This design comes from an exercise in tuning for small area, a short achievable clock period and few clock cycles per item on the open sky130 flow, not from production work. Where RTL was checked, it was by simulation tests only, not by an equivalence proof against the original. Power and IR drop assume default switching activity.

Design grid_mesh_index_generator_unit, start of the top module:
module grid_mesh_index_generator_unit (
   input  logic                              clock,
   input  logic                              reset,
   input  logic                              req_tvalid,
   output logic                              req_tready,
   input  logic [gmig_pkg::REQ_DATA_W-1:0]   req_tdata,    
   output logic                              rsp_tvalid,
   input  logic                              rsp_tready,
   output logic [gmig_pkg::RSP_DATA_W-1:0]   rsp_tdata,
   output logic [gmig_pkg::RSP_USER_W-1:0]   rsp_tuser,    
   output logic                              rsp_tlast,
   input  logic                              csr_valid,
   output logic                              csr_ready,
   input  logic [gmig_pkg::CSR_INDEX_W-1:0]  csr_index,
   input  gmig_pkg::cfg_type                 csr_wdata
);
   typedef logic [23:0] idx_t;
   typedef logic [11:0] cnt_t;
   gmig_pkg::cfg_type x, rows, layers;
   logic geo_good, geo_ambig;
   logic csr_hit;
  ...
export LEC_CHECK = 0
export ABC_AREA = 1
export CAP_MARGIN = 20
export CORE_MARGIN = 2
export CORE_UTILIZATION = 40
export CTS_BUF_LIST = sky130_fd_sc_hd__clkbuf_4 sky130_fd_sc_hd__clkbuf_8
export PLACE_DENSITY = 0.6
export SETUP_SLACK_MARGIN = 3.0
export SLEW_MARGIN = 20
export TNS_END_PERCENT = 5
create_clock -name core_clock -period 8.0 [get_ports {clock}]
standard.sh (not shown) runs the stock make flow with config.mk's settings and CLKGATE_MAP_FILE= SYNTH_SCRIPT=/design/flow/synth_recipe.tcl, a recipe that flattens the netlist after the stock synthesis.
==> flow/flow/run.sh <==
#!/bin/bash
# The standard layout, with the port buffers that ORFS inserts made from plain
# buf_2 cells instead of its default pick (a slow delay buffer).
set -euo pipefail
export BUFFER_PORTS_ARGS="-buffer_cell sky130_fd_sc_hd__buf_2"
bash standard.sh finish > standard_flow.log 2>&1
Testbench counts at the start, summed over its fixed seeds: cycles 23,230, items 23,024.
==> next run, changes <==
--- a/flow/design.v
+++ b/flow/design.v
@@ -178,24 +178,28 @@
    logic active;
    assign active = ph_line || ph_cell || ph_fb || ph_lr;
    logic [12:0] xp1, xm1;
    assign xp1 = x + 13'd1;
    assign xm1 = x - 13'd1;
    idx_t delta;
    logic cin;
    logic ent, cap_q;
    cnt_t kc_s, rc_s, lc_s;
    logic half_s;
    logic s_line, s_cell, s_fb, s_lr;
-   logic chk_bit;
-   assign chk_bit = chk_stage ? layers[chk_idx] : rows[chk_idx];
+   logic chk_add_ff;
+   logic [3:0] chk_idx_m1, chk_nidx;
+   logic       chk_nbit;
+   assign chk_idx_m1 = chk_idx - 4'd1;
+   assign chk_nidx   = chk_xfer ? chk_idx : chk_idx_m1;
+   assign chk_nbit   = chk_stage ? layers[chk_nidx] : rows[chk_nidx];
    always_comb begin
       delta  = '0;
       cin    = 1'b1;
       ent    = 1'b0;
       cap_q  = 1'b0;
       kc_s   = kc;
       rc_s   = rcn;
       lc_s   = lc;
       half_s = half_ff;
       s_line = ph_line;
       s_cell = ph_cell;
@@ -253,23 +257,23 @@
          end else if (!r_last) begin
             half_s = 1'b0;
             rc_s   = rcn - 12'd1;
          end else begin
             half_s = 1'b0;
             rc_s   = rows[11:0];
             lc_s   = lc - 12'd1;
             delta  = 24'(x);
          end
       end
       if (chk_run) begin
-         delta = (chk_xfer || !chk_bit) ? '0 : (chk_stage ? q_ff : 24'(x));
+         delta = chk_add_ff ? (chk_stage ? q_ff : 24'(x)) : '0;
          cin   = 1'b0;
       end
    end
    idx_t base_a, op_a, base_c, op_c, sum_c;
    logic cin_a, cin_c;
    logic [24:0] sum_a;
    always_comb begin
       base_a = ra;
       op_a   = delta;
       cin_a  = cin;
       if (chk_run) begin
@@ -408,35 +412,38 @@
          chk_fin    <= 1'b0;
          exact_done <= 1'b1;
          exact_ok   <= (ext_tot == 3'd0) || ((ext_tot == 3'd1) && (ra == '0));
       end else if (!chk_run) begin
          if (stall && !rsp_valid_ff && !exact_done) begin
             chk_run   <= 1'b1;
             chk_stage <= 1'b0;
             chk_xfer  <= 1'b1;
             chk_idx   <= 4'd12;
             ext_ff    <= 3'd0;
             cout_ff   <= 1'b0;
+            chk_add_ff <= 1'b0;
          end
       end else if (chk_xfer) begin
          chk_xfer <= 1'b0;
          cout_ff  <= 1'b0;
+         chk_add_ff <= chk_nbit;
          if (ext_tot != 3'd0) begin
             chk_run    <= 1'b0;
             exact_done <= 1'b1;
             exact_ok   <= 1'b1;
          end
       end else begin
          ext_ff  <= ext_n;
          cout_ff <= sum_a[24];
-         chk_idx <= chk_idx - 4'd1;
+         chk_idx <= chk_idx_m1;
+         chk_add_ff <= (chk_idx != 4'd0) && chk_nbit;
          if (chk_idx == 4'd0) begin
             if (!chk_stage) begin
                chk_stage <= 1'b1;
                chk_xfer  <= 1'b1;
                chk_idx   <= 4'd12;
             end else begin
                chk_run <= 1'b0;
                chk_fin <= 1'b1;
             end
          end
       end
- routed wire length decreases by 0.85%
- clock-buffer cell count drops by 1
- design area barely changes
- die area is about the same
- power decreases by 2.0%
- worst setup slack loses 17 ps
- clock power stays flat
- clock skew hardly moves
- register-to-register slack barely changes
Testbench counts after the change, summed over its fixed seeds: cycles 23,230, items 23,024.

grid_mesh_index_generator_unit again, from the RTL that the note above started with.
## grid_mesh_index_generator_unit
module grid_mesh_index_generator_unit (
   input  logic                              clock,
   input  logic                              reset,
   input  logic                              req_tvalid,
   output logic                              req_tready,
   input  logic [gmig_pkg::REQ_DATA_W-1:0]   req_tdata,    
   output logic                              rsp_tvalid,
   input  logic                              rsp_tready,
   output logic [gmig_pkg::RSP_DATA_W-1:0]   rsp_tdata,
   output logic [gmig_pkg::RSP_USER_W-1:0]   rsp_tuser,    
   output logic                              rsp_tlast,
   input  logic                              csr_valid,
   output logic                              csr_ready,
   input  logic [gmig_pkg::CSR_INDEX_W-1:0]  csr_index,
   input  gmig_pkg::cfg_type                 csr_wdata
);
Settings: LEC_CHECK=0, ABC_AREA=1, CAP_MARGIN=20, CORE_MARGIN=2, CORE_UTILIZATION=40, CTS_BUF_LIST=sky130_fd_sc_hd__clkbuf_4 sky130_fd_sc_hd__clkbuf_8, PLACE_DENSITY=0.6, SETUP_SLACK_MARGIN=3.0, SLEW_MARGIN=20; clock period 8.0 ns.
Scripts as last shown in full above: flow/flow/run.sh
Testbench counts at the start, summed over its fixed seeds: cycles 23,230, items 23,024.
Next try:
--- a/flow/design.v
+++ b/flow/design.v
@@ -376,26 +376,32 @@
       if (take) begin
          e_ff <= resp_ok ? (n_lr ? x : 13'd1) : 13'd0;
       end else if (chk_run) begin
          e_ff <= 13'd0;
       end
    end
    always_ff @(posedge clock) begin
       if (take) begin
          first_ff <= restart ? 1'b1 : (first_ff && !cap_q);
       end
    end
    idx_t ob, od;
-   assign ob = ra + 24'(e_ff);
-   assign od = rc + 24'({e_ff[12:1], e_ff[0] & cnt2_ff});
+   logic [13:0] ob_lo, od_lo;
+   logic [23:13] ra_inc, rc_inc;
+   assign ob_lo  = {1'b0, ra[12:0]} + {1'b0, e_ff};
+   assign ra_inc = ra[23:13] + 11'd1;
+   assign ob     = {ob_lo[13] ? ra_inc : ra[23:13], ob_lo[12:0]};
+   assign od_lo  = {1'b0, rc[12:0]} + {1'b0, e_ff[12:1], e_ff[0] & cnt2_ff};
+   assign rc_inc = rc[23:13] + 11'd1;
+   assign od     = {od_lo[13] ? rc_inc : rc[23:13], od_lo[12:0]};
    always_ff @(posedge clock) begin
       if (take && !restart && cap_q) begin
          q_ff <= ob;
       end else if (chk_run && chk_xfer) begin
          q_ff <= ob;    
       end
    end
    logic [2:0] ext_n, ext_tot;
    logic       cout_ff;
    assign ext_n   = {ext_ff[1:0], ra[23]} + {1'b0, cout_ff, 1'b0};
    assign ext_tot = ext_ff + 3'(cout_ff);
    always_ff @(posedge clock) begin
The changed run completed with no timing, DRC or antenna violations.
Via count is higher by 2.5%.
Synthesized cell count goes up by 2.7%.
Register-to-register slack improved by 0.08 ns.
Global-route usage grows by 1.0 points.
Wire length goes up by 3.4%.
Worst setup slack loses 0.026 ns.
Power grows by 3.8%.
Sequential cell count is unchanged.
Final cell count went up by 2.2%.
Only the layout flow was run in the second run of this note; the RTL was not checked for function there.

static timing again, ports no longer ideal:
Ports are ideal in the flow. The routed layouts listed here were re-timed in OpenROAD. Step 1 assumes that a clkbuf_16 drives the clock port and a buf_2 every other input. Step 2 also shifts input and output timing later by t, the mid clock arrival at the registers, as if the neighbouring blocks saw the same clock. Three values: ideal, step 1, step 2; two values: the first two.
run | t, ns | slack for setup (ns) | worst hold slack (ns) | worst slew at a driven data input, ns
the first run of note 1 | 0.653 | 2.967 / 2.915 / 2.810 | 0.463 / 0.463 / 0.463 | 0.03
the second run of note 1 | 0.668 | 2.950 / 2.894 / 2.625 | 0.445 / 0.445 / 0.445 | 0.03
the first run of note 2 | 0.655 | 3.022 / 2.969 / 2.818 | 0.463 / 0.463 / 0.463 | 0.04
the second run of note 2 | 0.659 | 2.996 / 2.945 / 2.745 | 0.470 / 0.470 / 0.470 | 0.03
After both steps setup and hold are still met in every run listed. The setup slack of the second run of note 1, which loses most, moves by -0.056 ns with the drivers and by -0.325 ns with both steps.
